Background: an optimization exercise with open tools, aiming at small area, a short achievable clock period and few clock cycles per item. Do not read the settings as production practice.
In this exercise RTL edits were held to simulation tests only and were not proved equivalent to the original.

==> flow/design.v (excerpt) <==
module quadratic_root_solver_unit
#(
    parameter logic [SQ_N:0] SQ_CUT = 34'b1111111111111111111111111111101001,
    parameter bit              DV_R4  = 1'b1,
    parameter logic [DV_N:0]   DV_CUT = 33'b000000000000000011111111111111111
)(
    input  wire logic                     clk,
    input  wire logic                     rst_n,
    input  wire logic                     in_valid,
    output logic                          in_ready,
    input  wire logic signed [COEF_W-1:0] coef_a,
    input  wire logic signed [COEF_W-1:0] coef_b,
    input  wire logic signed [COEF_W-1:0] coef_c,
    output logic                          out_valid,
    output logic [KIND_W-1:0]             root_kind,
    output logic signed [OUT_W-1:0]       first_value,
    output logic signed [OUT_W-1:0]       second_value,
    input  wire logic                     out_ready
);
    logic adv;         
    logic rdy_reg;     
    logic oq_v;        
    logic sk_v;        
    logic push;        
    logic pop;         
    logic oq_v_next, sk_v_next;
    assign pop = oq_v && out_ready;
    always_comb
    begin
        oq_v_next = oq_v;
        sk_v_next = sk_v;
        if (pop)
        begin
            oq_v_next = sk_v || push;
            sk_v_next = sk_v && push;
        end
  ...
For scale: roughly 5300 flip-flops, ~140 I/O pins.
==> flow/config.mk <==
export PLATFORM = sky130hd
export DESIGN_NAME = quadratic_root_solver_unit
export DESIGN_NICKNAME = quadratic_root_solver_unit
export VERILOG_FILES = /design/flow/design.v
export SDC_FILE = /design/flow/constraint.sdc
export NUM_CORES = 4
export LEC_CHECK = 0
export CAP_MARGIN = 20
export CORE_MARGIN = 2
export CORE_UTILIZATION = 50
export CTS_CLUSTER_DIAMETER = 100
export CTS_CLUSTER_SIZE = 20
export SLEW_MARGIN = 20
==> flow/constraint.sdc <==
create_clock -name core_clock -period 10.0 [get_ports {clk}]
set_input_delay 2.0000 -clock core_clock [delete_from_list [all_inputs] [get_ports {clk}]]
set_output_delay 2.0000 -clock core_clock [all_outputs]
set_load 0.01 [all_outputs]
standard.sh (not shown) runs the stock make flow with config.mk's settings and CLKGATE_MAP_FILE= SYNTH_SCRIPT=/design/flow/synth_recipe.tcl, a recipe that flattens the netlist after the stock synthesis.
==> flow/flow/run.sh <==
#!/bin/bash
set -euo pipefail
bash standard.sh SETUP_SLACK_MARGIN=6.0 SKIP_GATE_CLONING=1 finish > standard.log 2>&1
Testbench counts at the start, summed over its fixed seeds: cycles 12,424, items 12,000.
Next try:
- CTS_CLUSTER_DIAMETER: 100 -> default
- CTS_CLUSTER_SIZE: 20 -> default
Outcome: Design area is higher by a few percent; flip-flop and latch count does not change; clock skew is lower by 0.037 ns; critical path depth is higher by 3; worst setup slack improves by 0.050 ns; sequential share of layout area is lower by 1.6 points; wire length is higher slightly.

Another version of the RTL of quadratic_root_solver_unit (not shown whole).
For scale: roughly 25000 cells after synthesis, ~5300 flip-flops, ~140 I/O pins, ~300000 um2 of cells after synthesis.
==> flow/config.mk <==
export PLATFORM = sky130hd
export DESIGN_NAME = quadratic_root_solver_unit
export DESIGN_NICKNAME = quadratic_root_solver_unit
export VERILOG_FILES = /design/flow/design.v
export SDC_FILE = /design/flow/constraint.sdc
export NUM_CORES = 4
export LEC_CHECK = 0
export CAP_MARGIN = 20
export CORE_MARGIN = 2
export CORE_UTILIZATION = 50
export SLEW_MARGIN = 20
==> flow/constraint.sdc <==
create_clock -name core_clock -period 10.0 [get_ports {clk}]
set_input_delay 2.0000 -clock core_clock [delete_from_list [all_inputs] [get_ports {clk}]]
set_output_delay 2.0000 -clock core_clock [all_outputs]
set_load 0.01 [all_outputs]
==> flow/flow/run.sh <==
#!/bin/bash
set -euo pipefail
bash standard.sh SETUP_SLACK_MARGIN=6.0 finish > standard.log 2>&1
Testbench counts at the start, summed over its fixed seeds: cycles 12,424, items 12,000.
Rerun with:
==> flow/run.sh (new file) <==
#!/bin/bash
# synth_recipe.tcl (not shown) runs the flow's synth.tcl, then flattens the netlist and writes it again
# the make line also repeats each setting of config.mk as NAME=value (left out here)
make -C /OpenROAD-flow-scripts/flow DESIGN_CONFIG=/design/flow/config.mk WORK_HOME=/design/flow/orfs CLKGATE_MAP_FILE= SYNTH_SCRIPT=/design/flow/synth_recipe.tcl finish
--- a/flow/config.mk
+++ b/flow/config.mk
@@ -10,0 +11 @@
+export SETUP_SLACK_MARGIN = 5
removed: flow/flow/run.sh
removed: flow/standard.sh
Result: The changed run completed with no timing, DRC or antenna violations; die area stays the same; global-route usage came out lower by 0.50 points; area after synthesis does not change; worst setup slack degrades by 0.29 ns.

-- afterwards: timing with drivers on the ports --
The flow's constraints put no driver on any port. The routed layouts listed below were extracted and timed again, unchanged, in two steps. Step 1 assumes that a clkbuf_16 drives the clock port and a buf_2 every other input. Step 2 times the ports against the registers' clock, not the clock port: input delays grow and output delays shrink by t, the midpoint of the rising clock arrivals with the driver on. Three values: no drivers, after step 1, after step 2; two values: the first two.
run | shift t [ns] | slack for setup (ns) | latest minus earliest clock arrival (ns) | worst slew at a driven data input, ns
the first run of note 1 | 1.121 | 6.049 / 5.969 / 5.652 | 0.122 / 0.122 | 0.06
the second run of note 1 | 1.180 | 6.099 / 5.960 / 5.659 | 0.084 / 0.084 | 0.06
the first run of note 2 | 1.227 | 5.487 / 5.487 / 5.214 | 0.058 / 0.058 | 0.04
the second run of note 2 | 1.223 | 5.196 / 5.196 / 5.133 | 0.047 / 0.047 | 0.04
After both steps setup and hold are still met in every run listed. For the second run of note 1, which loses most, drivers alone change the setup slack by -0.139 ns; drivers and shift together by -0.440 ns.
